This is an optimization exercise on Yosys and OpenROAD, whose aim is small area and a short achievable clock period, not a production implementation.
Where RTL was checked, it was by simulation tests only, not by an equivalence proof against the original.
Only the layout flow was run in runs 3 and 4; the RTL was not checked for function there.
Power and IR drop assume default switching activity.

## flow/config.mk

```make
export PLATFORM = sky130hd
export DESIGN_NAME = cdbus
export DESIGN_NICKNAME = cdbus
export VERILOG_FILES = /design/flow/design.v
export SDC_FILE = /design/flow/constraint.sdc
export NUM_CORES = 4
export LEC_CHECK = 0
export CAP_MARGIN = 20
export CORE_MARGIN = 2
export CORE_UTILIZATION = 75
export CTS_BUF_LIST = sky130_fd_sc_hd__clkbuf_16
export CTS_CLUSTER_DIAMETER = 100
export CTS_CLUSTER_SIZE = 30
export SETUP_SLACK_MARGIN = 2.8
export SLEW_MARGIN = 20
```

## flow/constraint.sdc

```tcl
create_clock -name core_clock -period 5.0 [get_ports {clk}]
set_input_delay 1.0000 -clock core_clock [delete_from_list [all_inputs] [get_ports {clk}]]
set_output_delay 1.0000 -clock core_clock [all_outputs]
set_load 0.01 [all_outputs]
```

## flow/design.v

```verilog
package cd_pkg;
    localparam logic [3:0] CSR_DIV      = 4'd0;
    localparam logic [3:0] CSR_FILTER   = 4'd1;
    localparam logic [3:0] CSR_STATUS   = 4'd2;
    localparam logic [3:0] CSR_INT_MASK = 4'd3;
    localparam logic [3:0] CSR_TX_DATA  = 4'd4;
    localparam logic [3:0] CSR_TX_CTRL  = 4'd5;
    localparam logic [3:0] CSR_RX_DATA  = 4'd6;
    localparam logic [3:0] CSR_RX_CTRL  = 4'd7;
    localparam logic [3:0] CSR_RX_LEN   = 4'd8;
    localparam int STAT_RX_PENDING = 0;
    localparam int STAT_TX_PENDING = 1;
    localparam int STAT_RX_ERROR   = 2;    
    localparam int STAT_RX_LOST    = 3;
    localparam int STAT_BUS_IDLE   = 4;
    localparam int    IDLE_BITS = 12;      
    localparam int    MAX_FRAME = 64;
    localparam logic [15:0] DIV_RESET = 16'd15;
    localparam logic [15:0] CRC_INIT  = 16'hffff;
    localparam logic [7:0]  BROADCAST = 8'hff;
    localparam logic [1:0] TX_IDLE = 2'd0;
    localparam logic [1:0] TX_READ = 2'd1;
    localparam logic [1:0] TX_DATA = 2'd2;
    localparam logic [1:0] TX_CRC = 2'd3;
    localparam logic [1:0] SER_IDLE = 2'd0;
    localparam logic [1:0] SER_START = 2'd1;
    localparam logic [1:0] SER_DATA = 2'd2;
    localparam logic [1:0] SER_STOP = 2'd3;
    localparam logic [1:0] DES_IDLE = 2'd0;
    localparam logic [1:0] DES_START = 2'd1;
    localparam logic [1:0] DES_DATA = 2'd2;
    localparam logic [1:0] DES_STOP = 2'd3;
endpackage
import cd_pkg::*;
module cd_csr (
    input  logic       clk,
    input  logic       reset,
    input  logic [3:0] csr_address,
    input  logic       csr_read,
    input  logic       csr_write,
    input  logic [31:0]      csr_writedata,
    output logic [31:0]      csr_readdata,
    output logic       irq,
    output logic [15:0]       div,
    output logic [7:0]      filter,
    output logic       tx_wr_en,
    output logic       tx_start,
    input  logic       tx_done,
    input  logic       rx_frame_ok,
    input  logic [5:0]      rx_frame_len,
    input  logic       rx_frame_bad,
    input  logic       rx_frame_drop,
    output logic       rx_rd,
    input  logic [7:0]      rx_rd_byte,      
    output logic       rx_busy,
    input  logic       bus_idle,
    input  logic       bus_idle_n        
);
    logic [4:0] int_mask;
    logic       tx_pending;
    logic       rx_pending;
    logic       rx_error;
    logic       rx_lost;
    logic       rx_release;
    logic [5:0] rx_len;
    logic [15:0] readdata_q;
    logic        irq_q;
    logic [4:0] int_mask_n;
    logic       tx_pending_n;
    logic       rx_pending_n;
    logic       rx_error_n;
    logic       rx_lost_n;
    assign tx_wr_en   = csr_write && csr_address == CSR_TX_DATA && !tx_pending;
    assign tx_start   = csr_write && csr_address == CSR_TX_CTRL && csr_writedata[0] && !tx_pending;
    assign rx_release = csr_write && csr_address == CSR_RX_CTRL && csr_writedata[0];
    assign rx_rd      = csr_read && csr_address == CSR_RX_DATA;
    assign rx_busy    = rx_pending;
    assign irq        = irq_q;
    assign csr_readdata = {16'd0, readdata_q};
    always_comb begin
        int_mask_n   = int_mask;
        tx_pending_n = tx_pending;
        rx_pending_n = rx_pending;
        rx_error_n   = rx_error;
        rx_lost_n    = rx_lost;
        if (reset) begin
            int_mask_n   = '0;
            tx_pending_n = 1'b0;
            rx_pending_n = 1'b0;
            rx_error_n   = 1'b0;
            rx_lost_n    = 1'b0;
        end else begin
            if (csr_write && csr_address == CSR_INT_MASK) int_mask_n = csr_writedata[4:0];
            if (csr_write && csr_address == CSR_STATUS) begin
                if (csr_writedata[STAT_RX_ERROR]) rx_error_n = 1'b0;
                if (csr_writedata[STAT_RX_LOST]) rx_lost_n = 1'b0;
            end
            if (rx_frame_bad) rx_error_n = 1'b1;
            if (rx_frame_drop) rx_lost_n = 1'b1;
            if (tx_start) tx_pending_n = 1'b1;
            else if (tx_done) tx_pending_n = 1'b0;
            if (rx_frame_ok) rx_pending_n = 1'b1;
            else if (rx_release) rx_pending_n = 1'b0;
        end
    end
    always_ff @(posedge clk) begin
        int_mask   <= int_mask_n;
        tx_pending <= tx_pending_n;
        rx_pending <= rx_pending_n;
        rx_error   <= rx_error_n;
        rx_lost    <= rx_lost_n;
        irq_q      <= |({bus_idle_n, rx_lost_n, rx_error_n, tx_pending_n, rx_pending_n} & int_mask_n);
        if (reset) begin
            div    <= DIV_RESET;
            filter <= '0;
        end else begin
            if (csr_write && csr_address == CSR_DIV) div <= csr_writedata[15:0];
            if (csr_write && csr_address == CSR_FILTER) filter <= csr_writedata[7:0];
        end
        if (rx_frame_ok) rx_len <= rx_frame_len;      
    end
    always_ff @(posedge clk) begin
        case (csr_address)
            CSR_DIV:      readdata_q <= div;
            CSR_FILTER:   readdata_q <= {8'd0, filter};
            CSR_STATUS:   readdata_q <= {11'd0, bus_idle, rx_lost, rx_error, tx_pending, rx_pending};
            CSR_INT_MASK: readdata_q <= {11'd0, int_mask};
            CSR_RX_DATA:  readdata_q <= {8'd0, rx_rd_byte};
            CSR_RX_LEN:   readdata_q <= {10'd0, rx_len};
            default:      readdata_q <= '0;
        endcase
    end
endmodule
import cd_pkg::*;
module cd_tx_buf (
    input  logic       clk,
    input  logic       wr_en,
    input  logic [7:0] row,
    input  logic [7:0] col,
    input  logic [7:0] wr_data,
    output logic [7:0] rd_data
);
    logic [MAX_FRAME-1:0][7:0] mem;
    logic [1:0][7:0]           half;
    logic [1:0][7:0]           half_q;
    always_comb begin
        half = '0;
        for (int j = 0; j < 8; j++) begin
            logic [7:0] r;
            r = '0;
            for (int k = 0; k < 8; k++) r = r | ({8{col[k]}} & mem[8 * j + k]);
            half[j / 4] = half[j / 4] | ({8{row[j]}} & r);
        end
    end
    assign rd_data = half_q[0] | half_q[1];
    always_ff @(posedge clk) begin
        for (int j = 0; j < 8; j++)
            for (int k = 0; k < 8; k++)
                if (wr_en && row[j] && col[k]) mem[8 * j + k] <= wr_data;
        half_q <= half;
    end
endmodule
module cd_rx_buf (
    input  logic       clk,
    input  logic       wr_en,        
    input  logic [7:0] wr_data,
    input  logic       rd,           
    input  logic       tap_set,      
    input  logic [5:0] tap_pos,      
    output logic [7:0] rd_data       
);
    localparam int DEPTH = MAX_FRAME - 2;
    logic [DEPTH-1:0][7:0] ring;
    logic [7:0] row;                 
    logic [7:0] col;                 
    always_comb begin
        rd_data = '0;
        for (int j = 0; j < 8; j++) begin
            logic [7:0] r;
            r = '0;
            for (int k = 0; k < 8; k++)
                if (8 * j + k < DEPTH) r = r | ({8{col[k]}} & ring[8 * j + k]);
            rd_data = rd_data | ({8{row[j]}} & r);
        end
    end
    always_ff @(posedge clk) begin
        if (wr_en || rd) begin
            ring[0] <= wr_en ? wr_data : ring[DEPTH-1];
            for (int i = 1; i < DEPTH; i++) ring[i] <= ring[i-1];
        end
        if (tap_set) begin
            for (int j = 0; j < 8; j++) row[j] <= tap_pos[5:3] == 3'(j);
            for (int k = 0; k < 8; k++) col[k] <= tap_pos[2:0] == 3'(k);
        end
    end
endmodule
import cd_pkg::*;
module cd_tx_bytes (
    input  logic  clk,
    input  logic  reset,
    input  logic  tx_wr_en,
    input  logic  tx_wr_q,       
    input  logic  tx_start,
    input  logic [7:0] ram_rd_data,
    output logic [7:0] ram_row,      
    output logic [7:0] ram_col,      
    output logic  tx_done,
    output logic [7:0] bytes_data,
    output logic  bytes_valid,
    output logic  bytes_last,
    output logic  bytes_crc,
    input  logic  bytes_ack,
    input  logic  crc_bit_en,
    input  logic  crc_bit
);
    logic [1:0] state;
    logic [5:0] pos;
    logic [15:0] crc;
    logic      crc_hi;
    logic      last;
    logic      ack_q;        
    assign bytes_valid = (state == TX_DATA) || (state == TX_CRC);
    assign bytes_crc   = (state == TX_CRC);
    assign bytes_data  = (state == TX_CRC) ? (crc_hi ? crc[15:8] : crc[7:0]) : ram_rd_data;
    assign bytes_last  = (state == TX_CRC) && crc_hi;
    assign last        = (pos == 6'd1);
    always_ff @(posedge clk) begin
        if (tx_start) begin
            crc <= CRC_INIT;
        end else if (crc_bit_en) begin
            crc <= (crc >> 1) ^ ((crc[0] ^ crc_bit) ? 16'ha001 : 16'h0000);
        end
        ack_q <= bytes_ack && !reset;
        if (reset || tx_start || (state == TX_DATA && ack_q && last)) begin
            ram_row <= 8'd1;
            ram_col <= 8'd1;
        end else if (tx_wr_q || (state == TX_DATA && ack_q)) begin
            ram_col <= {ram_col[6:0], ram_col[7]};
            if (ram_col[7]) ram_row <= {ram_row[6:0], ram_row[7]};
        end
        if (reset) begin
            state   <= TX_IDLE;
            pos     <= '0;
            crc_hi  <= 1'b0;
            tx_done <= 1'b0;
        end else begin
            tx_done <= bytes_ack && state == TX_CRC && crc_hi;
            if (tx_wr_en) pos <= pos + 1'b1;
            case (state)
                TX_IDLE: if (tx_start) begin
                    crc_hi <= 1'b0;
                    state  <= TX_READ;
                end
                TX_READ: state <= TX_DATA;   
                TX_DATA: if (ack_q) begin
                    pos   <= pos - 1'b1;
                    state <= last ? TX_CRC : TX_READ;
                end
                TX_CRC: if (ack_q) begin
                    crc_hi <= 1'b1;
                    if (crc_hi) state <= TX_IDLE;
                end
                default: state <= TX_IDLE;
            endcase
        end
    end
endmodule
import cd_pkg::*;
module cd_tx_ser (
    input  logic clk,
    input  logic reset,
    input  logic [15:0] div,
    input  logic bus_idle,
    output logic tx,
    input  logic [7:0] bytes_data,
    input  logic  bytes_valid,
    input  logic  bytes_last,
    input  logic  bytes_crc,
    output logic  bytes_ack,
    output logic  crc_bit_en,    
    output logic  crc_bit
);
    logic [1:0] state, state_n;
    logic [15:0]       cnt;
    logic [2:0] bitn;
    logic [7:0]      shreg, shreg_n;
    logic       in_frame;    
    logic       bit_end;
    logic       load;
    logic       is_crc;      
    assign bit_end = (cnt == div);
    assign load = bytes_valid && ((state == SER_IDLE && (in_frame || bus_idle)) ||
                                  (state == SER_STOP && bit_end && in_frame));
    assign bytes_ack = load;
    assign crc_bit_en = state == SER_DATA && bit_end && !is_crc;
    assign crc_bit = shreg[0];
    always_comb begin
        state_n = state;
        shreg_n = shreg;
        if (reset) begin
            state_n = SER_IDLE;
        end else if (load) begin
            shreg_n = bytes_data;
            state_n = SER_START;
        end else begin
            case (state)
                SER_START: if (bit_end) state_n = SER_DATA;
                SER_DATA: if (bit_end) begin
                    shreg_n = shreg >> 1;     
                    if (bitn == 3'd7) state_n = SER_STOP;
                end
                SER_STOP: if (bit_end) state_n = SER_IDLE;
                default: ;
            endcase
        end
    end
    always_ff @(posedge clk) begin
        state <= state_n;
        shreg <= shreg_n;
        tx    <= (state_n == SER_START) ? 1'b0 : (state_n == SER_DATA) ? shreg_n[0] : 1'b1;
        cnt <= (state == SER_IDLE || bit_end) ? '0 : cnt + 1'b1;
        if (reset) begin
            bitn     <= '0;
            in_frame <= 1'b0;
        end else begin
            if (load) begin
                in_frame <= !bytes_last;
                is_crc   <= bytes_crc;
            end else if (state == SER_DATA && bit_end) begin
                bitn <= bitn + 1'b1;
            end
        end
    end
endmodule
import cd_pkg::*;
module cd_rx_des (
    input  logic clk,
    input  logic reset,
    input  logic [15:0] div,
    input  logic rx,
    output logic [7:0] bytes_data,
    output logic  bytes_strobe,
    output logic  bytes_frame_end,
    output logic  bytes_bus_idle,
    output logic  bytes_bus_idle_n      
);
    logic [1:0] state;
    logic [1:0] rx_sync;
    logic       rxd;
    logic [15:0] cnt;        
    logic [3:0] bitn;        
    logic [7:0] shreg;
    logic       got_byte;    
    logic       eq_full;     
    logic       eq_half;     
    logic       at_end;      
    logic       idle_done;   
    assign rxd = rx_sync[1];
    assign bytes_data = shreg;
    assign eq_full = (cnt == div);
    assign eq_half = (cnt == (div >> 1));
    assign at_end = (state == DES_START) ? eq_half : eq_full;
    assign idle_done = state == DES_IDLE && rxd && !bytes_bus_idle && eq_full &&
                       bitn == 4'(IDLE_BITS - 1);
    always_comb begin
        bytes_bus_idle_n = bytes_bus_idle;
        if (reset || state != DES_IDLE || !rxd) bytes_bus_idle_n = 1'b0;
        else if (idle_done) bytes_bus_idle_n = 1'b1;
    end
    always_ff @(posedge clk) begin
        shreg          <= (state == DES_DATA && eq_full) ? {rxd, shreg[7:1]} : shreg;
        bytes_bus_idle <= bytes_bus_idle_n;
        if (reset) begin
            rx_sync         <= 2'b11;
            state           <= DES_IDLE;
            cnt             <= '0;
            bitn            <= '0;
            got_byte        <= 1'b0;
            bytes_strobe    <= 1'b0;
            bytes_frame_end <= 1'b0;
        end else begin
            rx_sync         <= {rx_sync[0], rx};
            bytes_strobe    <= 1'b0;
            bytes_frame_end <= idle_done && got_byte;
            cnt             <= at_end ? '0 : cnt + 1'b1;
            case (state)
                DES_IDLE: begin
                    if (!rxd) begin
                        state <= DES_START;
                        cnt   <= '0;
                        bitn  <= '0;
                    end else if (bytes_bus_idle) begin
                        cnt   <= cnt;
                    end else if (eq_full) begin
                        bitn  <= bitn + 1'b1;
                        if (bitn == 4'(IDLE_BITS - 1)) got_byte <= 1'b0;
                    end
                end
                DES_START: if (eq_half) state <= rxd ? DES_IDLE : DES_DATA;      
                DES_DATA: if (eq_full) begin
                    bitn <= bitn + 1'b1;
                    if (bitn[2:0] == 3'd7) state <= DES_STOP;
                end
                DES_STOP: begin
                    bitn <= '0;
                    if (eq_full) begin
                        state        <= DES_IDLE;
                        bytes_strobe <= rxd;     
                        got_byte     <= got_byte | rxd;
                    end
                end
                default: state <= DES_IDLE;
            endcase
        end
    end
endmodule
import cd_pkg::*;
module cd_rx_bytes (
    input  logic  clk,
    input  logic  reset,
    input  logic [7:0] filter,
    input  logic  rx_busy,
    output logic  ram_wr_en,
    output logic [5:0] rx_frame_tap,     
    output logic [7:0] ram_wr_data,
    output logic  rx_frame_ok,
    output logic [5:0] rx_frame_len,
    output logic  rx_frame_bad,
    output logic  rx_frame_drop,
    input  logic [7:0] bytes_data,
    input  logic  bytes_strobe,
    input  logic  bytes_frame_end,
    input  logic  bytes_bus_idle
);
    function automatic [15:0] crc16_step(input logic [15:0] crc, input logic [7:0] data);
        logic [15:0] c;
        c = crc ^ {8'h00, data};
        for (int i = 0; i < 8; i++) begin
            c = c[0] ? ((c >> 1) ^ 16'ha001) : (c >> 1);
        end
        crc16_step = c;
    endfunction
    logic [6:0] count;
    logic [15:0]       crc;
    logic [7:0]      len_field;
    logic       dest_ok;
    logic       skip;        
    logic       good;
    logic       good_q;      
    assign ram_wr_data = bytes_data;
    always_ff @(posedge clk) begin
        ram_wr_en <= bytes_strobe && !rx_busy && count < 7'(MAX_FRAME - 2);
    end
    assign rx_frame_tap = (count >= 7'(MAX_FRAME - 2)) ? 6'(MAX_FRAME - 3) : 6'(count - 1'b1);
    assign good = (crc == '0) && (count <= 7'(MAX_FRAME)) &&
                  ({2'b00, count} == {1'b0, len_field} + 9'd5);
    assign rx_frame_bad  = bytes_frame_end && !good_q;
    assign rx_frame_drop = bytes_frame_end && good_q && dest_ok && (skip || rx_busy);
    assign rx_frame_ok   = bytes_frame_end && good_q && dest_ok && !(skip || rx_busy);
    assign rx_frame_len  = 6'(count - 7'd2);     
    always_ff @(posedge clk) good_q <= good;
    always_ff @(posedge clk) begin
        if (reset || bytes_frame_end) begin
            count   <= '0;
            crc     <= CRC_INIT;
            dest_ok <= 1'b0;
            skip    <= 1'b0;
        end else if (bytes_strobe) begin
            crc  <= crc16_step(crc, bytes_data);
            skip <= skip | rx_busy;
            if (count != 7'h7f) count <= count + 1'b1;
            if (count == 7'd1) dest_ok <= (bytes_data == filter) || (bytes_data == BROADCAST);
            if (count == 7'd2) len_field <= bytes_data;
        end
    end
endmodule
import cd_pkg::*;
module cdbus (
    input  logic       clk,
    input  logic       reset,
    input  logic [3:0] csr_address,
    input  logic       csr_read,
    input  logic       csr_write,
    input  logic [31:0]      csr_writedata,
    output logic [31:0]      csr_readdata,
    output logic       irq,
    input  logic       rx,
    output logic       tx
);
    logic [7:0] tx_byte_data;
    logic  tx_byte_valid;
    logic  tx_byte_last;
    logic  tx_byte_crc;
    logic  tx_byte_ack;
    logic  tx_crc_bit_en;
    logic  tx_crc_bit;
    logic [7:0] rx_byte_data;
    logic  rx_byte_strobe;
    logic  rx_byte_frame_end;
    logic  rx_byte_bus_idle;
    logic  rx_byte_bus_idle_n;
    logic [15:0]  div;
    logic [7:0] filter;
    logic  tx_wr_en;
    logic  tx_wr_q;          
    logic [7:0] tx_wr_data_q;    
    logic  tx_start;
    logic  tx_done;
    logic [7:0] tx_row;
    logic [7:0] tx_col;
    logic [7:0] tx_rd_data;
    logic  rx_rd;
    logic [7:0] rx_rd_byte;
    logic  rx_busy;
    logic  rx_wr_en;
    logic [5:0] rx_frame_tap;
    logic [7:0] rx_wr_data;
    logic  rx_frame_ok;
    logic [5:0] rx_frame_len;
    logic  rx_frame_bad;
    logic  rx_frame_drop;
    cd_csr csr0 (
        .clk, .reset, .csr_address, .csr_read, .csr_write, .csr_writedata,
        .csr_readdata, .irq, .div, .filter, .tx_wr_en, .tx_start,
        .tx_done, .rx_frame_ok, .rx_frame_len, .rx_frame_bad,
        .rx_frame_drop, .rx_rd, .rx_rd_byte, .rx_busy,
        .bus_idle(rx_byte_bus_idle), .bus_idle_n(rx_byte_bus_idle_n)
    );
    always_ff @(posedge clk) begin
        tx_wr_q      <= tx_wr_en;
        tx_wr_data_q <= csr_writedata[7:0];
    end
    cd_tx_buf tx_buf0 (
        .clk, .wr_en(tx_wr_q), .row(tx_row), .col(tx_col), .wr_data(tx_wr_data_q),
        .rd_data(tx_rd_data)
    );
    cd_rx_buf rx_buf0 (
        .clk, .wr_en(rx_wr_en), .wr_data(rx_wr_data), .rd(rx_rd && rx_busy),
        .tap_set(rx_frame_ok), .tap_pos(rx_frame_tap), .rd_data(rx_rd_byte)
    );
    cd_tx_bytes tx_bytes0 (
        .clk, .reset, .tx_wr_en, .tx_wr_q, .tx_start, .ram_rd_data(tx_rd_data),
        .ram_row(tx_row), .ram_col(tx_col), .tx_done, .bytes_data(tx_byte_data),
        .bytes_valid(tx_byte_valid), .bytes_last(tx_byte_last), .bytes_crc(tx_byte_crc),
        .bytes_ack(tx_byte_ack), .crc_bit_en(tx_crc_bit_en), .crc_bit(tx_crc_bit)
    );
    cd_tx_ser tx_ser0 (
        .clk, .reset, .div, .bus_idle(rx_byte_bus_idle), .tx, .bytes_data(tx_byte_data),
        .bytes_valid(tx_byte_valid), .bytes_last(tx_byte_last), .bytes_crc(tx_byte_crc),
        .bytes_ack(tx_byte_ack), .crc_bit_en(tx_crc_bit_en), .crc_bit(tx_crc_bit)
    );
    cd_rx_des rx_des0 (
        .clk, .reset, .div, .rx, .bytes_data(rx_byte_data), .bytes_strobe(rx_byte_strobe),
        .bytes_frame_end(rx_byte_frame_end), .bytes_bus_idle(rx_byte_bus_idle),
        .bytes_bus_idle_n(rx_byte_bus_idle_n)
    );
    cd_rx_bytes rx_bytes0 (
        .clk, .reset, .filter, .rx_busy, .ram_wr_en(rx_wr_en), .rx_frame_tap,
        .ram_wr_data(rx_wr_data), .rx_frame_ok, .rx_frame_len, .rx_frame_bad,
        .rx_frame_drop, .bytes_data(rx_byte_data), .bytes_strobe(rx_byte_strobe),
        .bytes_frame_end(rx_byte_frame_end), .bytes_bus_idle(rx_byte_bus_idle)
    );
endmodule
```

## flow/flow/run.sh

```bash
#!/bin/bash
# The standard layout, with the port buffers made from a plain buffer
# (buf_4) rather than the default delay buffer, so that paths from the
# inputs and to the outputs are not slowed by the port buffers.
set -euo pipefail
export BUFFER_PORTS_ARGS="-buffer_cell sky130_fd_sc_hd__buf_4"
bash standard.sh > standard.log 2>&1
```

## flow/standard.sh

```bash
#!/bin/bash
# synth_recipe.tcl (not shown) runs the flow's synth.tcl, then flattens the netlist and writes it again
# the make line also repeats each setting of config.mk as NAME=value (left out here)
make -C /OpenROAD-flow-scripts/flow DESIGN_CONFIG=/design/flow/config.mk WORK_HOME=/design/flow/orfs CLKGATE_MAP_FILE= SYNTH_SCRIPT=/design/flow/synth_recipe.tcl "${@:-finish}"
```

==> results of run 1 <==
==> registers in the layout, summed over array words and instances (netlist names), 5 cells and up, named ones only <==
| signal | count |
|---|---|
| tx_wr_data_q | 8 |
| rx_buf0.row | 8 |
| tx_buf0.half_q | 16 |
| tx_bytes0.pos | 6 |
| tx_ser0.cnt | 16 |
| tx_buf0.mem | 512 |
| rx_bytes0.crc | 16 |
| csr0.div | 16 |
| csr0.rx_len | 6 |
| csr0.readdata_q | 16 |
| rx_bytes0.count | 7 |
| rx_des0.cnt | 16 |
| rx_buf0.ring | 496 |
| csr0.filter | 8 |
| tx_bytes0.ram_row | 8 |
| rx_bytes0.len_field | 8 |
| rx_des0.shreg | 8 |
| tx_bytes0.crc | 16 |
| tx_ser0.shreg | 8 |
| rx_buf0.col | 8 |
| csr0.int_mask | 5 |
| tx_bytes0.ram_col | 8 |
==> cell usage after synthesis, types with 14 or more instances <==
library cell / number / share of area, %
sky130_fd_sc_hd__o21ai_0: 33 / 0.35
sky130_fd_sc_hd__xnor2_1: 65 / 1.2
sky130_fd_sc_hd__buf_1: 38 / 0.30
sky130_fd_sc_hd__xor2_1: 49 / 0.90
sky130_fd_sc_hd__nand3_1: 54 / 0.57
sky130_fd_sc_hd__edfxtp_1: 1054 / 67
sky130_fd_sc_hd__dfxtp_1: 197 / 8.3
sky130_fd_sc_hd__a21oi_1: 67 / 0.71
sky130_fd_sc_hd__and2_1: 14 / 0.18
sky130_fd_sc_hd__and3_1: 78 / 1.0
sky130_fd_sc_hd__ha_1: 21 / 0.55
sky130_fd_sc_hd__clkbuf_1: 155 / 1.2
sky130_fd_sc_hd__a22oi_1: 567 / 9.0
sky130_fd_sc_hd__a31oi_1: 19 / 0.25
sky130_fd_sc_hd__mux2i_1: 50 / 1.1
sky130_fd_sc_hd__nand4_1: 138 / 1.8
sky130_fd_sc_hd__nor3_1: 31 / 0.33
sky130_fd_sc_hd__nor2_1: 106 / 0.84
sky130_fd_sc_hd__buf_4: 17 / 0.27
sky130_fd_sc_hd__nand2_1: 171 / 1.4
sky130_fd_sc_hd__inv_1: 20 / 0.16
==> per-layer routing <==
layer,routed length (um),share of wire [%]
met1,40800,38
met2,53000,49
met3,9210,8.6
met4,4170,3.9
met5,19,0.018
==> final timing paths <==
path / endpoint / startpoint / slack [ns] / depth (start not counted)
setup / recovery: csr0.readdata_q[5] / rx_buf0.col[4] / 2.72 / 7
hold / removal: rx_des0.rx_sync[1] / rx_des0.rx_sync[0] / 0.44 / 1
hold reg to reg: rx_des0.rx_sync[1] / rx_des0.rx_sync[0] / 0.44 / 1
setup reg to reg: csr0.readdata_q[5] / rx_buf0.col[4] / 2.72 / 7
==> logic make-up (layout without fill, tap and decap cells) <==
| family | after synthesis | count (layout) | synth area share [%] |
|---|---|---|---|
| other cells | 1 | 16 | 0.00790 |
| compound gates | 743 | 743 | 11.2 |
| mux | 63 | 63 | 1.48 |
| buf+inv | 251 | 238 | 2.24 |
| flops | 1251 | 1251 | 74.9 |
| simple gates | 671 | 671 | 7.41 |
| xor+xnor | 115 | 115 | 2.15 |
| fa+ha+maj | 21 | 21 | 0.553 |
==> power groups by stage <==
stage / Clock (mW) / Sequential [mW] / Combinational (mW)
after CTS: 4.79 / 11.3 / 0.209
after global routing: 5.10 / 11.3 / 0.237
final: 4.76 / 11.3 / 0.217
after global placement: 0 / 11.5 / 0.198
after floorplan: 0 / 11.5 / 0.153
after detailed placement: 0 / 11.5 / 0.205
==> what timing repair did <==
action,4_1_cts,5_1_grt
cloned,2,2
setup buffers,29,19
endpoints found under the setup margin,658,518
gates resized for setup,46,79
pin swaps,6,15
==> layout make-up <==
type | instances | share of cell area, %
well taps | 846 | 2.09
repair buffers | 140 | 2.71
flip-flops and latches | 1251 | 70.4
clock buffers | 48 | 2.37
inverters | 21 | 0.155
clock inverters | 29 | 0.306
multi-input cells | 1629 | 22.0
==> through the flow <==
stage | hold WS (ns) | total power, mW
final | 0.444 | 16.3
after global routing | 0.456 | 16.6
after CTS | 0.451 | 16.3
after detailed placement | 0.420 | 11.7
after global placement | 0.404 | 11.7
after floorplan | 0.389 | 11.7
==> notes.md, run 1 <==
Status
The flow ran to the end and the layout has no timing, DRC or antenna violations.

Die
Measured along the y axis, the die boundary spans around 260 um. The starting density of the core is between 70% and 80%. The die is ~260 um wide.

The die covers between 60000 and 70000 sq um. The number of rows created at floorplan is a little over 90. The top-level port count is 75. The core region is about 63000 sq um.

Worst setup path
Along the worst path, the maximum fanout reaches 43. Counting both buffers and inverters, the worst setup path holds a total of 1. The sort of element at the end of the critical path is a flop.

The critical path is of the reg2reg type. The cell at the slowest stage of the critical path is sky130_fd_sc_hd__edfxtp_1. STA puts the critical path data required time at between 5 and 6 ns. The peak per-stage delay on the critical path is approximately 0.51 ns. The kind of cell with the highest combined delay on the critical path is compound AO/OA/AOI/OAI gates. The startpoint kind of the worst setup timing path is a flop. The critical path goes through buf_6 -> a22oi_1 -> nand4_1 -> a22o_1 -> a221oi_4 -> a31oi_1 -> a21o_1. STA puts the critical path data arrival time at between 2 and 3 ns.

Timing
The final max-slew violation count came to 0. In the final timing run, aggregate negative setup slack is 0 ns. At the pin with the least slew margin, the transition time is roughly 0.9 ns. The final count of hold timing violations is 0. Setup repair after global routing could not meet its margin everywhere. Setup violations remaining at the end of the flow were counted as 0. Of the available clock period, the critical path in the final layout requires a little under half. Headroom to the max-slew limit came out at a little over 40%. The worst-case setup margin in the final layout is around 2.7 ns. After layout, the minimum clock period comes to about 2.3 ns. The worst clock skew is 0.0360 ns. The highest attainable clock frequency is about 440 MHz.

Placement
The placed wire-length estimate is between 60 and 70 mm. The routability congestion estimate from global placement is 0.877. Including well taps, the total number of placed cells is about 3800. The cell area reported after detailed placement is 48400 sq um.

The count of buffers inserted at the top-level ports is between 40 and 50. OpenSTA, run right after detailed placement, puts the worst setup slack at approximately 1.6 ns.

Yosys
The count of unique library cells instantiated by Yosys is between 60 and 70. The fraction of the yosys area taken by sequential cells is 74.9%. The fraction of registers with async set/reset is 0%. After technology mapping, the gate count stands at approximately 3100. Counting flops and latches in the post-synthesis netlist gives approximately 1300. The count of synthesis-stage warnings from yosys is 8. Among all flip-flop cells after synthesis, the most frequent one is sky130_fd_sc_hd__edfxtp_1. In this run the cell area of the synthesized design comes to about 47000 sq um. Yosys mapped a number of flops with a built-in enable equal to ~1100.

The mean cell area of the mapped netlist is 15.2 sq um.

Route
The average detailed-routed wire length per instance is 27.1 um. The number of remaining DRC errors is 0. The routed wire length is 107 mm. The detailed router finished its first iteration with between 3000 and 4000 violations. Using the TritonRoute via totals, the vias-per-cell ratio works out to around 7. The via total after detailed routing is ~28000. The number of nets still failing antenna checks after routing is 0. The total iterations of the first detailed-routing run is 7.

Job
Max-cap violations in this run came to 0.

Power and ir drop
The internal cell power is approximately 13 mW. Combinational cells account for between 1 and 1.5% of the total power. Of the total power, registers draw about 70%. The clock network power share is between 20 and 30%. For this design the static power due to leakage is roughly 15 nW.

The analysis attributes to net switching a power of between 3 and 4 mW. Net switching is about a fifth of the power. In this run the power density over the cells is around 320 nW/um^2. The worst-case IR drop observed on VDD is 0.346 mV.

Hold path
The class of the worst hold path is reg2reg.

Cells and area
The area of the multi-input gates is 11200 sq um. The layout cell share with drive strength beyond 1 is approximately a tenth. Once layout is done, the placed cells without fillers occupy ~51000 sq um. The library cell used most frequently in the layout, excluding fill and tap cells, is sky130_fd_sc_hd__edfxtp_1. Relative to the synthesized area, the layout overhead comes to 6.86%.

For this run, the number of standard cells in the final layout without fillers is 3964. The count of filler cells inserted in the layout is between 3000 and 4000. The number of antenna diodes in the final layout is 0. In the layout the commonest cells are sky130_fd_sc_hd__edfxtp_1 (1054), sky130_fd_sc_hd__a22oi_1 (566), sky130_fd_sc_hd__nand2_1 (170). The area of all sequential standard cells is 35700 sq um. The number of nets in the layout is approximately 3200.

The utilization of the core after routing is between 80% and 90%.

Clock network
After clock tree synthesis, the clock-pin slew on the worst setup and hold paths is 0.11 ns. TritonCTS built the clock tree. The number of levels in the clock H-tree is 2. In this run, CTS created clock tree buffers numbering 47. The clock network latency to the later pin of the worst-skew pair is ~0.65 ns. The cell at the root of the clock tree is sky130_fd_sc_hd__clkbuf_16. The worst-case clock buffer depth is 3.

Clock tree synthesis found a total of 1251 sinks. Hold repair after CTS inserted 0 buffers.

Global route
The first global-routing pass estimated 161 mm of wire. Global routing consumed, on the met1 layer, around 44% of the routing resources. For this run, global-route usage on met2 was measured as 53.2%.

For met3 alone, demand over resource in global routing was between 3 and 4%. The via count of the first global-routing pass is between 20000 and 30000. Global routing used approximately a third of the available tracks across all layers. The initial antenna violation count came to 1. The sum of overflow across all layers after global routing is 0. The maximum number of pins on one net before global-route repair is 79. The most used routing layer is met2.
==> run 2, diff against run 1 <==
--- a/flow/config.mk
+++ b/flow/config.mk
@@ -11,5 +11,5 @@
 export CTS_BUF_LIST = sky130_fd_sc_hd__clkbuf_16
 export CTS_CLUSTER_DIAMETER = 100
 export CTS_CLUSTER_SIZE = 30
-export SETUP_SLACK_MARGIN = 2.8
+export SETUP_SLACK_MARGIN = 3.0
 export SLEW_MARGIN = 20
==> run 2 against run 1 <==
Net effect:
- global-route usage increased by 1.2 points
- combinational power up 7%
- total power about the same
- critical path depth is 1 higher
- critical endpoint unchanged
- still clean
- clock-buffer cell count up 1
- critical path type unchanged
==> notes.md, run 2 <==
Status
The flow ran to the end and the layout has no timing, DRC or antenna violations.

Route
The average detailed-routed wire length per instance is 28.5 um (+5.2%). The number of nets still failing antenna checks after routing is 0 (unchanged). The number of remaining DRC errors is 0 (unchanged). The total iterations of the first detailed-routing run is 7 (unchanged).

The average via count per standard cell is 7.22 (+2.3%). The first-iteration detailed-routing DRC count is 3925 (+11%). The via total after detailed routing is 29000 (+3.7%). The routed wire length is 114 mm (+6.8%).

Yosys
The instance count of the mapped netlist came to 3116 (unchanged). In the synthesized netlist the dominant register cell turns out to be sky130_fd_sc_hd__edfxtp_1. In the post-synthesis netlist, the biggest area contributors are sky130_fd_sc_hd__edfxtp_1 (67%), sky130_fd_sc_hd__a22oi_1 (9.0%), sky130_fd_sc_hd__dfxtp_1 (8.3%). The count of state elements after synthesis came to 1251 (unchanged).

The multiplexer share of the synthesized area is 1.48% (unchanged). Sorting the synthesized cells by how often they occur yields sky130_fd_sc_hd__edfxtp_1 (1054), sky130_fd_sc_hd__a22oi_1 (567), sky130_fd_sc_hd__dfxtp_1 (197). The top-area cell type share of the netlist area is 66.6% (unchanged). The share of synthesized cell area in full adder, half adder and majority cells came to 0.553% (unchanged).

The fraction of the yosys area taken by sequential cells came to 74.9% (unchanged). The dominant cell type by area after synthesis is sky130_fd_sc_hd__edfxtp_1. By area, the combinational part of the netlist is dominated by compound AO/OA/AOI/OAI gates.

The count of synthesis-stage warnings from yosys was 8 (unchanged). The most frequent cell after synthesis is sky130_fd_sc_hd__edfxtp_1. The count of unique library cells instantiated by Yosys came to 68 (unchanged). The mean cell area of the mapped netlist is 15.2 sq um (unchanged).

The cell area after synthesis came to 47500 sq um (unchanged). The simple-gate share of the synthesized area is 7.41% (unchanged). The fraction of registers with async set/reset is 0% (unchanged).

The number of flops mapped to enable cells by yosys is 1054 (unchanged). The xor and xnor fraction of the mapped netlist area is 2.15% (unchanged). The area fraction in compound gates after synthesis is 11.2% (unchanged).

Clock network
The tree is rooted in a sky130_fd_sc_hd__clkbuf_16. The clock-pin transition on the worst setup and hold timing paths was 0.12 ns (about the same). The worst-case clock buffer depth is 3 (unchanged). The clock net sink count was 1251 (unchanged). The number of buffers added to fix hold violations after cts was 0 (unchanged). The number of levels in the clock H-tree was 2 (unchanged). TritonCTS built the clock tree. The number of CTS-inserted buffers was 47 (unchanged).

The clock network latency to the later pin of the worst-skew pair is 0.64 ns (about the same).

Power and ir drop
The combinational share of power is 1.4% (about the same). The net switching power is 3.15 mW (+0.10%). The register share of total power is 69.5% (about the same). The clock network power share is 29.1% (-0.2 points). The leakage power of the design was 15.8 nW (+4.1%). The total power came to 16.3 mW (about the same). The areal power density over the cells was 310 nW/um^2 (-3.3%).

The switching fraction of total power is 19.4% (+0.034 points). The internal cell power is 13.1 mW (-0.12%). The worst vdd rail ir drop is 0.472 mV (+36%).

Die
The die extent in x is 256 um (unchanged). The number of rows created at floorplan is 92 (unchanged). The vertical die dimension was 256 um (unchanged). The die area is 65400 sq um (unchanged). The starting density of the core is 75.6% (unchanged). The core area is 62900 sq um (unchanged). The top-level port count was 75 (unchanged).

Timing
The worst clock skew came to 0.0270 ns (-0.00898 ns). The relative max-transition margin is 33.6% (-7.7 points). The slew of the pin with the lowest slew margin is 0.996 ns (+0.116 ns).

The worst-case setup margin in the final layout is 2.81 ns (+0.0941 ns). The setup violation total in the final timing report is 0 (unchanged). The minimum period implied by the final worst setup slack came to 2.19 ns (-0.0941 ns). The highest attainable clock frequency is 457 MHz (+4.3%). Setup repair after global routing could not meet its margin everywhere. The final max-slew violation count is 0 (unchanged). The final clock period utilization by the worst path was 43.7% (-1.9 points). The final count of hold timing violations came to 0 (unchanged).

Placement
The routability congestion estimate from global placement is 0.886 (+1.1%). The placed wire-length estimate is 62.6 mm (+1.0%). The count of buffers inserted at the top-level ports was 42 (unchanged). The worst-case setup slack after placement came to 1.50 ns (-0.0608 ns).

Cells and area
The number of nets in the layout was 3209 (+1.8%). Leaving out fill and tap cells, the most frequent cell in the layout is sky130_fd_sc_hd__edfxtp_1. The count of filler cells inserted in the layout came to 3052 (-9.5%).

The layout cell share with drive strength beyond 1 came to 16.5% (+6.3 points). Ranked by flip-flop count, first place goes to tx_buf0.mem. From synthesis to final layout, the design area changed by 10.5%. The diode insertion count for antenna repair is 0 (unchanged). In the layout the commonest cells are sky130_fd_sc_hd__edfxtp_1 (1054), sky130_fd_sc_hd__a22oi_1 (503), sky130_fd_sc_hd__nand2_1 (169).

The largest registers in the layout are tx_buf0.mem: 512 flops, rx_buf0.ring: 496 flops. The number of flip-flops in the largest register is 512 (unchanged).

Global route
The total routing usage reported by global routing came to 33.3% (+1.2 points). The initial antenna violation count is 0 (-1). The via count of the first global-routing pass is 27900 (+1.8%). The wire length of the first global-routing pass is 166 mm (+2.8%). The sum of overflow across all layers after global routing is 0 (unchanged). The maximum number of pins on one net before global-route repair is 77 (-2.5%).

Worst setup path
The launching element of the worst setup path is rx_buf0.col[4]. The required time at the worst-slack endpoint is 5.54 ns (about the same). The highest fanout seen on the critical path was 8 (-81%). The sort of element at the end of the critical path is a flop.

The startpoint kind of the worst setup timing path is a flop. The arrival time at the worst endpoint is 2.73 ns (-0.10 ns). The setup path with the least slack is of type reg2reg.

In this run the critical register-to-register path is launched from rx_buf0.col[4].

Hold path
The worst hold path begins at rx_des0.rx_sync[0]. The tightest min-delay check is of the reg2reg type.

Job
The number of maximum-capacitance violations is 0 (unchanged).
-- run 2: timing repair --
item                       CTS  global route
gates resized for setup    183           187
setup endpoints to repair  932           536
gates cloned                10            14
pin swaps                   37            81
setup buffers               51            35
-- run 2: power by group through the flow --
stage               clock, mW  combinational, mW  sequential [mW]
global placement            0              0.193             11.5
detailed placement          0              0.203             11.5
floorplan                   0              0.161             11.5
CTS                      4.72              0.216             11.3
global route             5.05              0.248             11.3
finish                   4.72              0.232             11.3
-- run 2: cell families (layout without fill, tap and decap cells) --
logic type      Yosys count  in the layout
fa+ha+maj                21             21
buf+inv                 251            295
compound gates          743            743
mux                      63             63
xor+xnor                115            115
simple gates            671            671
flops                  1251           1251
other cells               1             16
-- run 2: routing by layer --
layer	up-vias	global-route usage (%)	share of wire, %
met5	-	0	0
met2	1913	54.8	49
met3	313	4.26	9.8
met1	14500	45.9	36
met4	0	14.4	4.9
li1	12300	-	-
-- run 2: per-stage QoR --
| step | instances | cell area, sq um | utilization (%) | setup TNS, ns | hold WS, ns |
|---|---|---|---|---|---|
| 5_1_grt | 4021 | 52500 | 83.5 | 0 | 0.444 |
| 6_report | 4021 | 52500 | 83.5 | 0 | 0.431 |
| 4_1_cts | 3972 | 51100 | 81.3 | 0 | 0.430 |
| 3_3_place_gp | 3834 | 48500 | 77.1 | 0 | 0.407 |
| 3_5_place_dp | 3834 | 48500 | 77.1 | 0 | 0.395 |
| 2_1_floorplan | 3131 | 47700 | - | -2280.01 | 0.389 |
-- run 2: final cells by class --
| class | instances | area, sq um | area share, % |
|---|---|---|---|
| Timing Repair Buffer | 197 | 2410 | 4.59 |
| Inverter | 21 | 78.8 | 0.150 |
| Clock inverter | 28 | 111 | 0.212 |
| Multi-Input combinational cell | 1629 | 11800 | 22.5 |
| Clock buffer | 49 | 1230 | 2.34 |
| Tap cell | 846 | 1060 | 2.02 |
| Sequential cell | 1251 | 35800 | 68.2 |
-- run 2: path summary, 6_finish.rpt --
kind	slack [ns]	cells after the start	endpoint
hold / removal	0.43	1	rx_des0.rx_sync[1]
hold reg to reg	0.43	1	rx_des0.rx_sync[1]
setup reg to reg	2.81	8	csr0.readdata_q[5]
setup / recovery	2.81	8	csr0.readdata_q[5]
-- run 2: critical path, cell delays in order (launching register included) --
cell and delay (ns):
sky130_fd_sc_hd__edfxtp_1 0.54, sky130_fd_sc_hd__buf_6 0.19, sky130_fd_sc_hd__buf_12 0.13, sky130_fd_sc_hd__a22oi_2 0.17, sky130_fd_sc_hd__nand4_1 0.11, sky130_fd_sc_hd__a22o_1 0.24, sky130_fd_sc_hd__a221oi_4 0.30, sky130_fd_sc_hd__a31oi_4 0.19
sky130_fd_sc_hd__a21o_1 0.20
==> run 3, diff against run 2 <==
--- a/flow/design.v
+++ b/flow/design.v
@@ -292,7 +292,6 @@
     assign load = bytes_valid && ((state == SER_IDLE && (in_frame || bus_idle)) ||
                                   (state == SER_STOP && bit_end && in_frame));
     assign bytes_ack = load;
-    assign crc_bit_en = state == SER_DATA && bit_end && !is_crc;
     assign crc_bit = shreg[0];
     always_comb begin
         state_n = state;
@@ -318,6 +317,8 @@
         state <= state_n;
         shreg <= shreg_n;
         tx    <= (state_n == SER_START) ? 1'b0 : (state_n == SER_DATA) ? shreg_n[0] : 1'b1;
+        crc_bit_en <= !reset && ((load && !bytes_crc) ||
+                                 (state == SER_DATA && bit_end && bitn != 3'd7 && !is_crc));
         cnt <= (state == SER_IDLE || bit_end) ? '0 : cnt + 1'b1;
         if (reset) begin
             bitn     <= '0;
--- a/flow/config.mk
+++ b/flow/config.mk
@@ -7,9 +7,9 @@
 export LEC_CHECK = 0
 export CAP_MARGIN = 20
 export CORE_MARGIN = 2
-export CORE_UTILIZATION = 75
+export CORE_UTILIZATION = 70
 export CTS_BUF_LIST = sky130_fd_sc_hd__clkbuf_16
 export CTS_CLUSTER_DIAMETER = 100
-export CTS_CLUSTER_SIZE = 30
-export SETUP_SLACK_MARGIN = 3.0
+export CTS_CLUSTER_SIZE = 25
+export SETUP_SLACK_MARGIN = 2.8
 export SLEW_MARGIN = 20
==> run 3 against run 2 <==
Net effect:
- flip-flop and latch count rose by 1
- sequential power is essentially flat
- setup slack worse by 0.038 ns
- global-route usage fell by 3.5 points
- total power grew 2.5%
- largest power group unchanged
- utilization shrank 7.7 points
- highest routed layer unchanged
- clock-buffer cell count increased by 7
==> notes.md, run 3 <==
Timing
The worst-case setup margin in the final layout is 2.78 ns (-0.0384 ns). Setup repair after global routing could not meet its margin everywhere. The setup violation total in the final timing report is 0 (unchanged). The highest attainable clock frequency was 450 MHz (-1.7%). The minimum period implied by the final worst setup slack is 2.22 ns (+0.0384 ns). The total negative setup slack is 0 ns (unchanged). The final clock period utilization by the worst path was 44.5% (+0.77 points). The slew of the pin with the lowest slew margin was 0.900 ns (-0.0961 ns). The relative max-transition margin is 39.9% (+6.3 points).

The final max-slew violation count is 0 (unchanged). The worst clock skew came to 0.0210 ns (-0.00601 ns). The final count of hold timing violations is 0 (unchanged).

The worst hold slack was 0.425 ns (-0.00550 ns).

Yosys
The count of state elements after synthesis came to 1252 (+0.080%). The cell area after synthesis was 47300 sq um (-0.47%). The top-area cell type share of the netlist area is 67.0% (+0.32 points). The count of unique library cells instantiated by Yosys is 67 (-1.5%). The most frequent cell after synthesis is sky130_fd_sc_hd__edfxtp_1.

The fraction of the yosys area taken by sequential cells came to 75.3% (+0.40 points). The instance count of the mapped netlist was 3091 (-0.80%). The number of flops mapped to enable cells by yosys is 1054 (unchanged). The count of synthesis-stage warnings from yosys is 8 (unchanged). The dominant cell type by area after synthesis is sky130_fd_sc_hd__edfxtp_1. In the synthesized netlist the dominant register cell turns out to be sky130_fd_sc_hd__edfxtp_1. Ranked by total cell area, the synthesized netlist is headed by sky130_fd_sc_hd__edfxtp_1 (67%), sky130_fd_sc_hd__a22oi_1 (9.1%), sky130_fd_sc_hd__dfxtp_1 (8.4%). The mean cell area of the mapped netlist is 15.3 sq um (+0.33%). The fraction of registers with async set/reset is 0% (unchanged). The commonest cells after synthesis are sky130_fd_sc_hd__edfxtp_1 (1054), sky130_fd_sc_hd__a22oi_1 (570), sky130_fd_sc_hd__dfxtp_1 (198).

Worst setup path
The worst setup path is launched from a flop. The peak per-stage delay on the critical path is 0.52 ns (-0.02 ns). The end of the worst register-to-register path is csr0.readdata_q[1]. The critical path start-end classification is reg2reg. The count of cell instances traversed by the critical path is 7 (-1). The launching element of the worst setup path is rx_buf0.col[0].

The worst setup path is captured at a flop. The required time at the worst-slack endpoint is 5.54 ns (about the same). The worst register-to-register path begins at rx_buf0.col[0]. The most prevalent standard cell on the critical path is sky130_fd_sc_hd__nand4_1.

Walking the worst path, the cells encountered are buf_12 -> a22oi_1 -> nand4_1 -> a22oi_2 -> nand4_1 -> nand2_1 -> o221ai_1. The end point of the critical path is csr0.readdata_q[1]. The kind of cell with the highest combined delay on the critical path is simple AND/OR/NAND/NOR gates.

The highest fanout seen on the critical path is 25 (+17). The count of buffering cells on the critical path with inverters included is 1 (-1). The worst reg-to-reg path cell count came to 7 (-1).

The slowest stage of the critical path belongs to the cell sky130_fd_sc_hd__edfxtp_1. The slack of the worst reg-to-reg path came to 2.78 ns (-0.04 ns). The arrival time at the worst endpoint is 2.76 ns (+0.03 ns).

Placement
The worst-case setup slack after placement is 1.74 ns (+0.239 ns). The placed wire-length estimate is 60.5 mm (-3.4%). The routability congestion estimate from global placement is 0.849 (-4.2%).

The count of buffers inserted at the top-level ports is 42 (unchanged). The post-placement cell count is 3839 (+0.13%). The cell area reported after detailed placement is 48300 sq um (-0.40%).

Cells and area
Leaving out fill and tap cells, the most frequent cell in the layout is sky130_fd_sc_hd__edfxtp_1. The number of flip-flops in the largest register is 512 (unchanged). The cell area after layout is 50800 sq um (-3.1%). The diode insertion count for antenna repair was 0 (unchanged). The utilization of the core after routing is 75.8% (-7.7 points). In the final layout, the registers with the most flip-flops are tx_buf0.mem: 512 flops, rx_buf0.ring: 496 flops. The layout cell share with drive strength beyond 1 came to 9.58% (-6.9 points). tx_buf0.mem holds more flip-flops than any other register. The library cells used most frequently in the layout, excluding fill and tap cells, are sky130_fd_sc_hd__edfxtp_1 (1054), sky130_fd_sc_hd__a22oi_1 (562), sky130_fd_sc_hd__nand2_1 (164). From synthesis to final layout, the design area changed by 7.53%. The number of cells in the finished layout apart from fillers is 3985 (-0.90%). The number of nets in the layout is 3139 (-2.2%).

Power and ir drop
The leakage power of the design was 15.8 nW (-0.30%). The clock network power share came to 30.7% (+1.6 points). The register share of total power came to 67.6% (-1.9 points).

The worst vdd rail ir drop is 0.299 mV (-37%). The net switching power is 3.29 mW (+4.2%). The switching fraction of total power was 19.7% (+0.32 points).

The areal power density over the cells is 328 nW/um^2 (+5.8%). The total power was 16.7 mW (+2.5%). The combinational share of power is 1.7% (+0.3 points). The internal cell power was 13.4 mW (+2.1%).

Die
The number of rows created at floorplan came to 95 (+3.3%). The core area was 67000 sq um (+6.7%). The starting density of the core is 70.5% (-5.1 points). The die area came to 69600 sq um (+6.5%). The vertical die dimension is 264 um (+3.2%). The die extent in x was 264 um (+3.2%). The top-level port count came to 75 (unchanged).

Clock network
The number of CTS-inserted buffers is 56 (+19%). The number of buffers added to fix hold violations after cts is 0 (unchanged). The clock network latency to the later pin of the worst-skew pair is 0.67 ns (+0.03 ns). The worst-case clock buffer depth is 3 (unchanged). The clock-pin transition on the worst setup and hold timing paths was 0.10 ns (-0.02 ns).

The TritonCTS clock tree is built. The root buffer cell chosen for the clock tree is sky130_fd_sc_hd__clkbuf_16. The number of levels in the clock H-tree is 2 (unchanged). The clock net sink count is 1252 (+0.080%).

Status
The run finished with no timing, DRC or antenna violations.

Global route
The initial antenna violation count is 0 (unchanged). The via count of the first global-routing pass was 26900 (-3.7%). The sum of overflow across all layers after global routing came to 0 (unchanged).

The maximum number of pins on one net before global-route repair came to 68 (-12%). The total routing usage reported by global routing was 29.8% (-3.5 points). The wire length of the first global-routing pass is 159 mm (-3.9%).

Route
The number of nets still failing antenna checks after routing is 0 (unchanged). The first-iteration detailed-routing DRC count is 3229 (-18%). The average detailed-routed wire length per instance is 26.5 um (-6.8%). The total iterations of the first detailed-routing run is 5 (-2).

The routed wire length is 106 mm (-7.6%). The number of remaining DRC errors was 0 (unchanged). The average via count per standard cell is 6.91 (-4.3%). The via total after detailed routing is 27500 (-5.1%).

Job
The number of maximum-capacitance violations is 0 (unchanged).

Hold path
The class of the worst hold path is reg2reg.
[run 3: cell types whose count changed in the layout (fill, tap and decap cells not counted), sizes merged, moves of 8 or more]
cell / delta
nand3: -23
xor2: +16
o22ai: -8
a31oi: -9
nand4: +16
and2: -12
inv: +14
nor2: +25
buf: -52
[run 3: layer usage]
layer	global-route usage [%]	wire, um	part of all wire [%]
met5	0	0	0
met2	50.1	53000	50
met1	42.1	42500	40
met4	8.89	2670	2.5
met3	3.24	7650	7.2
[run 3: final cells by class]
class                      instances  area [sq um]
timing repair buffer             140          1430
tap                              873          1090
multi-input combinational       1602         10900
clock buffer                      56          1400
sequential                      1252         35700
fill                            3924         16200
inverter                          25          93.8
clock inverter                    37           199
[run 3: worst min-delay path by stage]
stage,start,to,slack (ns),cells after the start
after CTS,rx_des0.rx_sync[0],rx_des0.rx_sync[1],0.43,1
after global placement,rx_des0.rx_sync[0],rx_des0.rx_sync[1],0.40,1
after detailed placement,rx_des0.rx_sync[0],rx_des0.rx_sync[1],0.40,1
after floorplan,rx_des0.rx_sync[0],rx_des0.rx_sync[1],0.39,1
final,rx_des0.rx_sync[0],rx_des0.rx_sync[1],0.43,1
after global routing,rx_des0.rx_sync[0],rx_des0.rx_sync[1],0.44,1
[run 3: kinds of logic after synthesis]
group | Yosys count | share of synthesized area (%)
DFF | 1252 | 75.3
AOI/OAI and AO/OA | 719 | 11.0
and+or+nand+nor | 650 | 6.97
buffers and inverters | 252 | 2.17
xor gates and xnor gates | 133 | 2.51
muxes | 63 | 1.41
adders and majority gates | 21 | 0.556
other | 1 | 0.00793
[run 3: worst reg2reg max path, cell delays in order, from the launching register on]
cell	delay [ns]
sky130_fd_sc_hd__edfxtp_1	0.52
sky130_fd_sc_hd__buf_12	0.23
sky130_fd_sc_hd__a22oi_1	0.21
sky130_fd_sc_hd__nand4_1	0.13
sky130_fd_sc_hd__a22oi_2	0.23
sky130_fd_sc_hd__nand4_1	0.45
sky130_fd_sc_hd__nand2_1	0.22
sky130_fd_sc_hd__o221ai_1	0.12
[run 3: repair_timing]
item                                    4_1_cts  5_1_grt
gates cloned                                  3        6
endpoints found under the setup margin      855      368
gates resized for setup                      55       57
pin swaps                                    10       16
setup buffers                                22       22
[run 3: power by group through the flow]
stage	clock (mW)	combinational (mW)	sequential, mW
2_1_floorplan	0	0.153	11.5
3_3_place_gp	0	0.247	11.5
3_5_place_dp	0	0.259	11.5
4_1_cts	5.19	0.266	11.3
5_1_grt	5.53	0.301	11.3
6_report	5.12	0.277	11.3
==> run 4, diff against run 3 <==
--- a/flow/config.mk
+++ b/flow/config.mk
@@ -13,3 +13,4 @@
 export CTS_CLUSTER_SIZE = 25
 export SETUP_SLACK_MARGIN = 2.8
 export SLEW_MARGIN = 20
+export TNS_END_PERCENT = 20
==> run 4 against run 3 <==
Net effect:
- still clean on timing, DRC and antenna
- flip-flop and latch count unchanged
- utilization rose by 0.37 points
- critical path depth rose by 2
- sequential power barely moved
- via count rose by 1.7%
==> notes.md, run 4 <==
Status
The run finished with no timing, DRC or antenna violations.

Route
The number of nets still failing antenna checks after routing was 0 (unchanged). The via total after detailed routing is 28000 (+1.7%). The number of remaining DRC errors is 0 (unchanged). The average detailed-routed wire length per instance came to 27.1 um (+2.3%).

The total iterations of the first detailed-routing run is 6 (+1). The routed wire length was 109 mm (+2.9%). The detailed-routed wire length on met2 is 53.8 mm (+1.5%). After detailed routing, no signal wire sits above met4. The sum of routed wire segments on met1 is 43.2 mm (+1.8%). The first-iteration detailed-routing DRC count is 3380 (+4.7%).

The wire length on met3 is 8.33 mm (+8.9%). The average via count per standard cell is 6.98 (+1.1%).

Power and ir drop
The areal power density over the cells was 327 nW/um^2 (-0.20%). The leakage power of the design is 16.0 nW (+1.1%). The worst vdd rail ir drop is 0.434 mV (+46%).

Global route
The sum of overflow across all layers after global routing is 0 (unchanged). The initial antenna violation count is 1 (+1). The via count of the first global-routing pass came to 27100 (+0.81%). The wire length of the first global-routing pass is 161 mm (+0.90%). The total routing usage reported by global routing is 30.1% (+0.28 points). The maximum number of pins on one net before global-route repair is 90 (+32%).

Die
The vertical die dimension is 264 um (unchanged). The number of rows created at floorplan is 95 (unchanged). The top-level port count came to 75 (unchanged). The core area is 67000 sq um (unchanged). The die area is 69600 sq um (unchanged).

The starting density of the core came to 70.5% (unchanged). The die extent in x is 264 um (unchanged).

Clock network
The clock net sink count was 1252 (unchanged). The root buffer cell chosen for the clock tree is sky130_fd_sc_hd__clkbuf_16. The number of buffers added to fix hold violations after cts is 0 (unchanged). The number of CTS-inserted buffers is 56 (unchanged). The worst-case clock buffer depth came to 3 (unchanged). The clock network latency to the later pin of the worst-skew pair is 0.67 ns (about the same). TritonCTS built the clock tree.

The clock-pin transition on the worst setup and hold timing paths is 0.10 ns (about the same). The number of levels in the clock H-tree was 2 (unchanged).

Timing
The final max-slew violation count came to 0 (unchanged). The highest attainable clock frequency came to 431 MHz (-4.2%). The relative max-transition margin came to 38.9% (-1.0 points). The worst clock skew is 0.0237 ns (+0.00269 ns). The slew of the pin with the lowest slew margin is 0.916 ns (+0.0154 ns). The worst-case setup margin in the final layout came to 2.68 ns (-0.0968 ns).

The setup violation total in the final timing report is 0 (unchanged). The worst hold slack is 0.424 ns (-0.00109 ns). Setup repair after global routing could not meet its margin everywhere. The final clock period utilization by the worst path was 46.4% (+1.9 points). The minimum period implied by the final worst setup slack came to 2.32 ns (+0.0968 ns). The final count of hold timing violations is 0 (unchanged).

Job
The number of maximum-capacitance violations came to 0 (unchanged).

Cells and area
The diode insertion count for antenna repair was 0 (unchanged). The number of flip-flops in the largest register is 512 (unchanged). The number of nets in the layout is 3150 (+0.35%). The most frequent standard cell in the layout excluding fill and tap cells is sky130_fd_sc_hd__edfxtp_1.

The signed area change from the synthesized netlist to the final layout is 8.06%. The layout cell share with drive strength beyond 1 was 9.38% (-0.20 points). The top cell types in the final layout, fill and taps aside, are sky130_fd_sc_hd__edfxtp_1 (1054), sky130_fd_sc_hd__a22oi_1 (558), sky130_fd_sc_hd__dfxtp_1 (173). The cell area after layout is 51100 sq um (+0.49%). In the final layout, the registers with the most flip-flops are tx_buf0.mem: 512 flops, rx_buf0.ring: 496 flops. More flip-flops sit in one register than any other, and that register is tx_buf0.mem.

Worst setup path
The critical path is of the reg2reg type. Traced cell by cell, the critical path runs through buf_6 -> buf_12 -> buf_4 -> a22oi_1 -> nand4_1 -> a22oi_1 -> nand4_1 -> nand2_1 -> o21ai_0. The cell at the slowest stage of the critical path is sky130_fd_sc_hd__edfxtp_1. The sort of element at the end of the critical path is a flop.

The highest fanout seen on the critical path was 9 (-64%). The arrival time at the worst endpoint is 2.85 ns (+0.09 ns). The required time at the worst-slack endpoint is 5.53 ns (about the same). The peak per-stage delay on the critical path is 0.43 ns (-0.09 ns). STA classifies the critical path startpoint as a flop.

Placement
The worst-case setup slack after placement is 1.50 ns (-0.241 ns). The routability congestion estimate from global placement is 0.858 (+1.1%). The placed wire-length estimate is 61.5 mm (+1.6%). The cell area reported after detailed placement is 48300 sq um (+0.11%). The count of buffers inserted at the top-level ports was 42 (unchanged).

Yosys
The top-area cell type share of the netlist area is 67.0% (unchanged). Ranked by instance count, the synthesized netlist is headed by sky130_fd_sc_hd__edfxtp_1 (1054), sky130_fd_sc_hd__a22oi_1 (570), sky130_fd_sc_hd__dfxtp_1 (198). The dominant cell type by area after synthesis is sky130_fd_sc_hd__edfxtp_1. By area, the combinational part of the netlist is dominated by compound AO/OA/AOI/OAI gates. The share of synthesized cell area in full adder, half adder and majority cells was 0.556% (unchanged). The most frequent cell after synthesis is sky130_fd_sc_hd__edfxtp_1.

The simple-gate share of the synthesized area is 6.97% (unchanged). The xor and xnor fraction of the mapped netlist area came to 2.51% (unchanged). The count of synthesis-stage warnings from yosys is 8 (unchanged).

Sorting the synthesized cells by area gives the leading types as sky130_fd_sc_hd__edfxtp_1 (67%), sky130_fd_sc_hd__a22oi_1 (9.1%), sky130_fd_sc_hd__dfxtp_1 (8.4%). The most used flip-flop cell after synthesis is sky130_fd_sc_hd__edfxtp_1. The multiplexer share of the synthesized area is 1.41% (unchanged). The area fraction in compound gates after synthesis is 11.0% (unchanged). The instance count of the mapped netlist is 3091 (unchanged). The mean cell area of the mapped netlist is 15.3 sq um (unchanged). The fraction of the yosys area taken by sequential cells came to 75.3% (unchanged). The fraction of registers with async set/reset was 0% (unchanged). The cell area after synthesis was 47300 sq um (unchanged). The count of unique library cells instantiated by Yosys came to 67 (unchanged). The count of state elements after synthesis is 1252 (unchanged). The number of flops mapped to enable cells by yosys is 1054 (unchanged).

Hold path
The class of the worst hold path is reg2reg.
-- run 4: cell counts after synthesis --
Identical to the previous run, type by type.
-- run 4: power breakdown --
part           internal [mW]  total [mW]  switching, mW
logic                 0.0887       0.271          0.183
clock network           2.08        5.17           3.09
registers               11.2        11.3         0.0445
-- run 4: worst paths after layout --
| path | start | endpoint | slack (ns) | depth (start not counted) |
|---|---|---|---|---|
| hold reg to reg | rx_des0.rx_sync[0] | rx_des0.rx_sync[1] | 0.42 | 1 |
| setup / recovery | rx_buf0.col[7] | csr0.readdata_q[7] | 2.68 | 9 |
| setup reg to reg | rx_buf0.col[7] | csr0.readdata_q[7] | 2.68 | 9 |
| hold / removal | rx_des0.rx_sync[0] | rx_des0.rx_sync[1] | 0.42 | 1 |
-- run 4: critical path: cells and delay by family, from the launching register on --
family          cells  cell delay (ns)
simple gates        3             0.74
compound gates      3             0.51
buf+inv             3             0.50
flops               1             0.43
-- run 4: final cells by class --
cell class / count / area, sq um
clock buffer: 56 / 1400
multi-input combinational: 1603 / 10900
clock inverter: 50 / 248
tap: 873 / 1090
timing repair buffer: 150 / 1680
sequential: 1252 / 35600
fill: 3917 / 16000
inverter: 25 / 93.8
-- run 4: timing repair --
| item | CTS | global route |
|---|---|---|
| gates resized for setup | 62 | 41 |
| pin swaps | 18 | 19 |
| cloned | 5 | 14 |
| buffers inserted | 13 | 26 |
| setup endpoints to repair | 568 | 437 |
-- run 4: cell families after synthesis --
logic type	Yosys count
flops	1252
compound gates	719
simple gates	650
buf+inv	252
xor+xnor	133
mux	63
fa+ha+maj	21
other cells	1
-- run 4: per-stage QoR --
stage	util [%]	instances	setup TNS [ns]	power, mW
global route	76.2	4009	0	17.1
finish	76.2	4009	0	16.7
detailed placement	72.1	3845	0	11.8
global placement	72.1	3845	0	11.7
CTS	75.3	3969	0	16.8
floorplan	-	3106	-390.14	11.7
-- run 4: routing by layer --
layer	global-route usage, %	vias up
met4	9.54	0
met3	3.01	211
met1	42.5	14300
met5	0	-
met2	50.4	1397
li1	-	12100
==> run 5, diff against run 4 <==
--- a/flow/design.v
+++ b/flow/design.v
@@ -292,6 +292,7 @@
     assign load = bytes_valid && ((state == SER_IDLE && (in_frame || bus_idle)) ||
                                   (state == SER_STOP && bit_end && in_frame));
     assign bytes_ack = load;
+    assign crc_bit_en = state == SER_DATA && bit_end && !is_crc;
     assign crc_bit = shreg[0];
     always_comb begin
         state_n = state;
@@ -317,8 +318,6 @@
         state <= state_n;
         shreg <= shreg_n;
         tx    <= (state_n == SER_START) ? 1'b0 : (state_n == SER_DATA) ? shreg_n[0] : 1'b1;
-        crc_bit_en <= !reset && ((load && !bytes_crc) ||
-                                 (state == SER_DATA && bit_end && bitn != 3'd7 && !is_crc));
         cnt <= (state == SER_IDLE || bit_end) ? '0 : cnt + 1'b1;
         if (reset) begin
             bitn     <= '0;
--- a/flow/config.mk
+++ b/flow/config.mk
@@ -7,10 +7,9 @@
 export LEC_CHECK = 0
 export CAP_MARGIN = 20
 export CORE_MARGIN = 2
-export CORE_UTILIZATION = 70
+export CORE_UTILIZATION = 60
 export CTS_BUF_LIST = sky130_fd_sc_hd__clkbuf_16
 export CTS_CLUSTER_DIAMETER = 100
 export CTS_CLUSTER_SIZE = 25
 export SETUP_SLACK_MARGIN = 2.8
 export SLEW_MARGIN = 20
-export TNS_END_PERCENT = 20
==> run 5 against run 4 <==
Net effect:
- via count decreased by 2.1%
- fmax increased by 6.0%
- cell count is 4.4% higher
- global-route usage shrank 3.2 points
- critical path depth is 3 lower
- clock-buffer cell count is the same
- combinational power down 13%
- sequential power about the same
- critical path type is now in2reg
- critical endpoint is now rx_buf0.ring[364]
- largest power group unchanged
==> notes.md, run 5 <==
Status
The run finished with no timing, DRC or antenna violations.

Timing
The final max-slew violation count is 0 (unchanged). The worst clock skew is 0.0224 ns (-0.00126 ns). The worst-case setup margin in the final layout is 2.81 ns (+0.131 ns).

Clock network
The number of CTS-inserted buffers came to 56 (unchanged). The clock net sink count is 1251 (-0.080%). The number of levels in the clock H-tree was 2 (unchanged). The number of buffers added to fix hold violations after cts is 0 (unchanged).

Cells and area
In the final layout, the registers with the most flip-flops are tx_buf0.mem: 512 flops, rx_buf0.ring: 496 flops. The utilization of the core after routing came to 65.2% (-11 points). The signed area change from the synthesized netlist to the final layout is 8.07% (about the same). The library cell used most frequently in the layout, excluding fill and tap cells, is sky130_fd_sc_hd__edfxtp_1. The number of flip-flops in the largest register came to 512 (unchanged). tx_buf0.mem holds more flip-flops than any other register.

The count of filler cells inserted in the layout is 5593 (+43%). In the layout the commonest cells are sky130_fd_sc_hd__edfxtp_1 (1054), sky130_fd_sc_hd__a22oi_1 (563), sky130_fd_sc_hd__nand2_1 (170).

Global route
The total routing usage reported by global routing is 26.9% (-3.2 points). The via count of the first global-routing pass is 27100 (-0.026%). The sum of overflow across all layers after global routing is 0 (unchanged).

Worst setup path
By startpoint and endpoint, the worst setup path is classified as in2reg. The arrival time at the worst endpoint is 2.50 ns (-0.35 ns). Traced cell by cell, the critical path runs through buf_4 -> nor2b_4 -> nand3b_1 -> o21bai_4 -> buf_12 -> buf_16. The sort of element at the end of the critical path is a flop.

Placement
The routability congestion estimate from global placement is 0.836 (-2.5%).

Yosys
The count of unique library cells instantiated by Yosys is 68 (+1.5%). The fraction of the yosys area taken by sequential cells is 74.9% (-0.40 points). The count of synthesis-stage warnings from yosys is 8 (unchanged). The most frequent cell after synthesis is sky130_fd_sc_hd__edfxtp_1.

Power and ir drop
The clock network power share is 31.0% (about the same). The internal cell power is 13.4 mW (-0.30%). The net switching power is 3.32 mW (about the same).

Route
The average detailed-routed wire length per instance is 26.6 um (-1.9%). The total iterations of the first detailed-routing run is 5 (-1). The number of remaining DRC errors came to 0 (unchanged).
run 5: cell count changes after synthesis, sizes merged, moves of 7 or more:
cell / delta
nor2: -25
nand3: +23
nand4: -16
xor2: -16
buf: +14
and2: +12
clkbuf: -11
a31oi: +9
o22ai: +8
a21oi: +7
and4: +7
nand2: +7
run 5: what timing repair did:
action,4_1_cts,5_1_grt
resized for setup,48,83
buffers inserted,25,12
pin swaps,10,12
cloned,3,5
endpoints found under the setup margin,648,304
run 5: cell type report:
class,count,area [sq um],area share [%]
clock inverter,37,199,0.388
inverter,21,78.8,0.154
timing repair buffer,139,1450,2.82
tap,1050,1310,2.56
sequential,1251,35700,69.6
clock buffer,56,1400,2.73
multi-input combinational,1630,11200,21.7
run 5: cells by family after synthesis:
group,share of synthesized area (%)
DFF,74.9
AOI/OAI and AO/OA,11.2
and+or+nand+nor,7.41
buffers and inverters,2.24
xor gates and xnor gates,2.15
muxes,1.48
adders and majority gates,0.553
other,0.00790
run 5: worst min path at each step:
stage                        from            endpoint  slack, ns  cells after the start
6_report       rx_des0.rx_sync[0]  rx_des0.rx_sync[1]       0.43                      1
5_1_grt          csr_writedata[7]     tx_wr_data_q[7]       0.45                      1
4_1_cts        rx_des0.rx_sync[0]  rx_des0.rx_sync[1]       0.43                      1
3_5_place_dp   rx_des0.rx_sync[0]  rx_des0.rx_sync[1]       0.40                      1
3_3_place_gp   rx_des0.rx_sync[0]  rx_des0.rx_sync[1]       0.40                      1
2_1_floorplan  rx_des0.rx_sync[0]  rx_des0.rx_sync[1]       0.39                      1
run 5: through the flow:
step / hold WS [ns] / area, sq um
global placement: 0.399 / 48800
detailed placement: 0.403 / 48800
CTS: 0.429 / 50900
global route: 0.452 / 51300
floorplan: 0.389 / 47700
finish: 0.431 / 51300
run 5: routing by layer:
layer  routed length (um)  global-route usage (%)
met5                    0                       0
met4                 2680                    7.34
met3                 6620                    2.66
met2                56400                    46.1
met1                45700                    37.0
run 5: worst register-to-register path: cells and delay by family (launching register included):
kind / cells / cell delay [ns]
mux: 1 / 0.18
xor+xnor: 1 / 0.17
buf+inv: 2 / 0.39
flops: 1 / 0.38
simple gates: 4 / 0.94
run 5: power by group through the flow:
stage | clock [mW] | sequential [mW] | combinational, mW
finish | 5.16 | 11.3 | 0.235
global route | 5.60 | 11.3 | 0.257
CTS | 5.25 | 11.3 | 0.228
detailed placement | 0 | 11.5 | 0.223
global placement | 0 | 11.5 | 0.215
floorplan | 0 | 11.5 | 0.153

Check on run 5: ideal ports give 2.809 ns setup slack; a clkbuf_16 on the clock port and buf_2 on the inputs give 2.762 ns; moving port delays by the midpoint clock arrival (0.734 ns) as well gives 2.120 ns.
